What follows belongs to an exercise in optimizing a design on an open flow for small area and a short achievable clock period; a production flow would make more cautious choices.
The RTL was checked by simulation tests, not by an equivalence proof against the original design.
Power figures rest on the tool's default switching activity, not on a simulated workload.

Setup of run 1:
==> flow/design.v <==
module bbox_extent (
    input  logic [143:0] triangle,
    input  logic [47:0]  screen,
    input  logic [2:0]   grid,
    output logic [3:0]   ord_x,
    output logic [3:0]   ord_y,
    output logic         uclip_x,
    output logic         uclip_y,
    output logic         on_screen
);
    localparam integer SIGFIG = 24;
    localparam integer RADIX  = 10;
    function automatic logic gt_u(input logic [SIGFIG-1:0] a,
                                  input logic [SIGFIG-1:0] b);
        logic [31:0] g, l;
        g = {8'b0, a & ~b};
        l = {8'b0, ~a & b};
        for (int s = 1; s < 32; s = s * 2) begin
            for (int i = 0; i < 32; i = i + 2 * s) begin
                g[i] = g[i+s] | (~l[i+s] & g[i]);
                l[i] = l[i+s] | (~g[i+s] & l[i]);
            end
        end
        gt_u = g[0];
    endfunction
    function automatic logic gt_s(input logic [SIGFIG-1:0] a,
                                  input logic [SIGFIG-1:0] b);
        gt_s = gt_u({~a[SIGFIG-1], a[SIGFIG-2:0]}, {~b[SIGFIG-1], b[SIGFIG-2:0]});
    endfunction
    function automatic logic [SIGFIG-1:0] floor_g(input logic [SIGFIG-1:0] v,
                                                  input logic [2:0] g);
        floor_g = {v[SIGFIG-1:RADIX], v[RADIX-1:RADIX-3] & g, {(RADIX-3){1'b0}}};
    endfunction
    function automatic logic [6:0] axis(input logic [SIGFIG-1:0] a,
                                        input logic [SIGFIG-1:0] b,
                                        input logic [SIGFIG-1:0] c,
                                        input logic [SIGFIG-1:0] s,
                                        input logic [2:0] g);
        logic [SIGFIG-1:0] fa, fb, fc;
        logic gt_a, gt_b, gt_c;
        fa = floor_g(a, g);
        fb = floor_g(b, g);
        fc = floor_g(c, g);
        axis[0] = !gt_s(fa, fb);
        axis[1] = !gt_s(fa, fc);
        axis[2] = !gt_s(fb, fc);
        axis[3] = a[SIGFIG-1] | b[SIGFIG-1] | c[SIGFIG-1];
        gt_a = gt_s(fa, s);
        gt_b = gt_s(fb, s);
        gt_c = gt_s(fc, s);
        axis[4] = gt_a | gt_b | gt_c;
        axis[5] = !(a[SIGFIG-1] & b[SIGFIG-1] & c[SIGFIG-1]);
        axis[6] = !(gt_a & gt_b & gt_c);
    endfunction
    logic [6:0] ax, ay;
    assign ax = axis(triangle[143:120], triangle[95:72], triangle[47:24], screen[47:24], grid);
    assign ay = axis(triangle[119:96],  triangle[71:48], triangle[23:0],  screen[23:0],  grid);
    assign ord_x     = ax[3:0];
    assign uclip_x   = ax[4];
    assign ord_y     = ay[3:0];
    assign uclip_y   = ay[4];
    assign on_screen = ax[5] & ax[6] & ay[5] & ay[6];
endmodule
module bbox_snap_clip (
    input  logic [143:0] triangle,
    input  logic [47:0]  screen,
    input  logic [2:0]   grid,
    input  logic [3:0]   ord_x,
    input  logic [3:0]   ord_y,
    input  logic         uclip_x,
    input  logic         uclip_y,
    output logic [95:0]  box
);
    localparam integer SIGFIG = 24;
    localparam integer RADIX  = 10;
    function automatic logic [SIGFIG-1:0] pick(input logic [2:0] sel,
                                               input logic [SIGFIG-1:0] a,
                                               input logic [SIGFIG-1:0] b,
                                               input logic [SIGFIG-1:0] c);
        pick = ({SIGFIG{sel[0]}} & a)
             | ({SIGFIG{sel[1]}} & b)
             | ({SIGFIG{sel[2]}} & c);
    endfunction
    function automatic logic [SIGFIG-1:0] floor_g(input logic [SIGFIG-1:0] v,
                                                  input logic [2:0] g);
        floor_g = {v[SIGFIG-1:RADIX], v[RADIX-1:RADIX-3] & g, {(RADIX-3){1'b0}}};
    endfunction
    function automatic logic [2:0] min_sel(input logic [3:0] o);
        min_sel[0] = !o[3] &  o[0] &  o[1];
        min_sel[1] = !o[3] & !o[0] &  o[2];
        min_sel[2] = !o[3] & !o[1] & !o[2];
    endfunction
    function automatic logic [2:0] max_sel(input logic [3:0] o);
        max_sel[0] = !o[0] & !o[1];
        max_sel[1] =  o[0] & !o[2];
        max_sel[2] =  o[1] &  o[2];
    endfunction
    logic [SIGFIG-1:0] lx, ly, ux, uy;
    assign lx = floor_g(pick(min_sel(ord_x), triangle[143:120], triangle[95:72], triangle[47:24]), grid);
    assign ly = floor_g(pick(min_sel(ord_y), triangle[119:96],  triangle[71:48], triangle[23:0]),  grid);
    assign ux = floor_g(pick(max_sel(ord_x), triangle[143:120], triangle[95:72], triangle[47:24]), grid);
    assign uy = floor_g(pick(max_sel(ord_y), triangle[119:96],  triangle[71:48], triangle[23:0]),  grid);
    assign box[95:72] = {1'b0, lx[SIGFIG-2:0]};
    assign box[71:48] = {1'b0, ly[SIGFIG-2:0]};
    assign box[47:24] = uclip_x ? screen[47:24] : ux;
    assign box[23:0]  = uclip_y ? screen[23:0]  : uy;
endmodule
module bbox_pipe #(
    parameter integer W = 144
) (
    input  logic         clk,
    input  logic         reset,
    input  logic         halt,
    input  logic [W-1:0] in_data,
    input  logic         in_valid,
    output logic [W-1:0] d0,
    output logic [W-1:0] d1,
    output logic [W-1:0] d2,
    output logic         v0
);
    always_ff @(posedge clk) begin
        if (!halt) begin
            d0 <= in_data;
            d1 <= d0;
            d2 <= d1;
        end
    end
    always_ff @(posedge clk) begin
        if (reset) begin
            v0 <= 1'b0;
        end else if (!halt) begin
            v0 <= in_valid;
        end
    end
endmodule
module bbox_top (
    input  logic         clk,
    input  logic         reset,
    input  logic [143:0] triangle,
    input  logic         tri_valid,
    input  logic [47:0]  screen,
    input  logic [3:0]   msaa,
    input  logic         halt,
    output logic         out_valid,
    output logic [143:0] out_triangle,
    output logic [95:0]  out_box
);
    logic [143:0] tri_s0, tri_s1, tri_s2;
    logic         v0, v1, v2;
    logic [2:0]   grid_in;
    logic [2:0]   grid;
    always_comb begin
        case (msaa)
            4'b0100: grid_in = 3'b100;
            4'b0010: grid_in = 3'b110;
            4'b0001: grid_in = 3'b111;
            default: grid_in = 3'b000;
        endcase
    end
    always_ff @(posedge clk) begin
        grid <= grid_in;
    end
    bbox_pipe #(.W(144)) u_pipe (
        .clk      (clk),
        .reset    (reset),
        .halt     (halt),
        .in_data  (triangle),
        .in_valid (tri_valid),
        .d0       (tri_s0),
        .d1       (tri_s1),
        .d2       (tri_s2),
        .v0       (v0)
    );
    logic [3:0] ord_x_c, ord_y_c;
    logic       uclip_x_c, uclip_y_c, on_screen_c;
    bbox_extent u_extent (
        .triangle  (tri_s0),
        .screen    (screen),
        .grid      (grid),
        .ord_x     (ord_x_c),
        .ord_y     (ord_y_c),
        .uclip_x   (uclip_x_c),
        .uclip_y   (uclip_y_c),
        .on_screen (on_screen_c)
    );
    logic [3:0] ord_x, ord_y;
    logic       uclip_x, uclip_y;
    always_ff @(posedge clk) begin
        if (!halt) begin
            ord_x   <= ord_x_c;
            ord_y   <= ord_y_c;
            uclip_x <= uclip_x_c;
            uclip_y <= uclip_y_c;
        end
    end
    logic [95:0] box_c;
    logic [95:0] box;
    bbox_snap_clip u_snap_clip (
        .triangle (tri_s1),
        .screen   (screen),
        .grid     (grid),
        .ord_x    (ord_x),
        .ord_y    (ord_y),
        .uclip_x  (uclip_x),
        .uclip_y  (uclip_y),
        .box      (box_c)
    );
    always_ff @(posedge clk) begin
        if (!halt) begin
            box <= box_c;
        end
    end
    always_ff @(posedge clk) begin
        if (reset) begin
            v1 <= 1'b0;
            v2 <= 1'b0;
        end else if (!halt) begin
            v1 <= v0 & on_screen_c;
            v2 <= v1;
        end
    end
    assign out_valid    = v2;
    assign out_triangle = tri_s2;
    assign out_box      = box;
endmodule
clock: 6.0 ns
lec_check: 0
abc_area: 1
cap_margin: 20
core_margin: 2
core_utilization: 60
cts_cluster_diameter: 150
cts_cluster_size: 30
setup_slack_margin: 3.7
slew_margin: 20
standard.sh (not shown) runs the stock make flow with config.mk's settings and CLKGATE_MAP_FILE= SYNTH_SCRIPT=/design/flow/synth_recipe.tcl, a recipe that flattens the netlist after the stock synthesis.
==> flow/flow/run.sh <==
#!/bin/bash
set -o pipefail
HERE=$(pwd)
bash standard.sh "BUFFER_PORTS_ARGS=-buffer_cell sky130_fd_sc_hd__buf_1" \
    POST_GLOBAL_PLACE_TCL=$HERE/flow/outbuf.tcl finish > standard.log 2>&1
==> flow/flow/outbuf.tcl <==
# Output port buffers: buf_1 -> buf_2
set block [ord::get_db_block]
set buf2 [[ord::get_db] findMaster sky130_fd_sc_hd__buf_2]
set n 0
foreach bt [$block getBTerms] {
  if { [$bt getIoType] != "OUTPUT" } { continue }
  set net [$bt getNet]
  if { $net == "NULL" } { continue }
  foreach it [$net getITerms] {
    set inst [$it getInst]
    if { [$it isOutputSignal] && [[$inst getMaster] getName] == "sky130_fd_sc_hd__buf_1" } {
      $inst swapMaster $buf2
      incr n
    }
  }
}
puts "outbuf.tcl: $n output port buffers made buf_2"
estimate_parasitics -placement
Run 1 ran to completion and came out clean on the timing, DRC and antenna checks.
For run 2, these inputs were changed with respect to run 1:
Settings: CTS_CLUSTER_DIAMETER: 150 -> 100; CTS_CLUSTER_SIZE: 30 -> 24.
Run 1 has a higher clock transition at the register clock pins on the worst setup and hold paths after CTS than run 2.
Run 2 ended with more via count of the first global-routing pass than run 1.
Of run 2 and run 1, it is run 2 that has the higher clock power share.
Compared with run 1, in run 2 sum of negative setup slack level; sequential cell count level; met1 usage in global routing moved down.
Run 2 vs run 1, growth of design area from synthesis to finish went up by 0.40 points.
#### Input delta (run 3 over run 2)
Settings: changing CTS_CLUSTER_SIZE from 24 to 30.
--- outcome ---
Higher detailed-routed wire length on met2 was reported by run 2, not run 3.
For run 3 and run 2, there was not a single run that failed to finish clean.
Slack of the worst reg-to-reg path across run 3 and run 2: no real change.
Relative to run 2, clock share of power has decreased by 1.6 points in run 3.
Comparing run 3 and run 2, the higher internal power consumption is on run 2.
Compared with run 2, run 3 shows met1 demand-to-capacity share in global routing higher by 0.20 points.
Edits applied to the flow inputs when going from run 3 to run 4:
Settings: SETUP_SLACK_MARGIN changed from 3.7 to 3.4; CTS_CLUSTER_SIZE changed from 30 to 24.
Notes after the runs:
Run 4 ended with every stage complete and zero timing, DRC or antenna violations. [compare] base=run 3 new=run 4: fraction of the core area covered by cells at the end of the flow fell 0.47 points, worst relative slew slack moved down, switching power of the nets essentially unchanged.
### run 4 -> run 5
Settings: SETUP_SLACK_MARGIN: 3.4 -> 3.7.
==> flow/flow/run.sh <==
#!/bin/bash
set -o pipefail
HERE=$(pwd)
rm -rf "$HERE/scripts"
cp -r "$FLOW_HOME/scripts" "$HERE/scripts"
cp "$HERE/flow/abc_area.script" "$HERE/scripts/abc_area.script"
bash standard.sh SCRIPTS_DIR=$HERE/scripts \
    "BUFFER_PORTS_ARGS=-buffer_cell sky130_fd_sc_hd__buf_1" \
    POST_GLOBAL_PLACE_TCL=$HERE/flow/outbuf.tcl finish > standard.log 2>&1
==> flow/flow/abc_area.script (new file) <==
strash
dch
map -a
topo
stime -c
buffer -c
upsize -c
dnsize -c
Findings:
- Looking at startpoint of the worst setup timing path, the out_box[1]$_SDFFCE_PN0N_ result is from run 5; the halt one comes from run 4.
- Max worst stage delay on the critical path across run 5 and run 4: run 4
- Length in cells of the worst reg-to-reg path ended up 5 higher on run 5 than on run 4.
- Summary — setup slack after layout, run 5 relative to run 4: lower, by 0.035 ns.
- Run 5 | status: complete | timing, DRC, antenna: pass
- Diff run 4..run 5 | sequential cell count | unchanged
- The part of the power in the clock network reported for run 5 is greater than that of run 4 by 0.2 points.
- Compared run 4 against run 5; clock tree cell share of total cell area within noise.
- Relative to run 4, hold slack has decreased by 0.010 ns in run 5.
- Per the comparison of run 5 with run 4, total placed cells including tap cells shows a reduction of 331, number of setup buffers added after CTS rose by 12, half-perimeter wire length after detailed placement saw a decrease.

-- separate check: timing with driven ports --
Ports are ideal in the flow. The routed layouts listed here were re-timed in OpenROAD.
Step 1 assumes that a clkbuf_16 drives the clock port and a buf_2 every other input.
Step 2 times the ports against the registers' clock, not the clock port: input delays grow and output delays shrink by t, the midpoint of the rising clock arrivals with the driver on.
Slacks: ideal / step 1 / step 2; pairs: ideal / step 1.
run	shift t [ns]	setup WS [ns]	hold WS [ns]	worst data-port slew with drivers (ns)
run 1	0.607	3.591 / 3.538 / 3.144	0.414 / 0.414 / 0.414	0.10
run 2	0.635	3.556 / 3.500 / 3.112	0.424 / 0.424 / 0.424	0.10
run 3	0.607	3.591 / 3.538 / 3.144	0.414 / 0.414 / 0.414	0.10
run 4	0.614	3.541 / 3.527 / 2.960	0.417 / 0.417 / 0.417	0.12
run 5	0.618	3.506 / 3.452 / 2.934	0.406 / 0.406 / 0.406	0.12
After both steps every run listed still meets setup and hold. For run 4, which loses most, drivers alone change the setup slack by -0.014 ns; drivers and shift together by -0.581 ns.
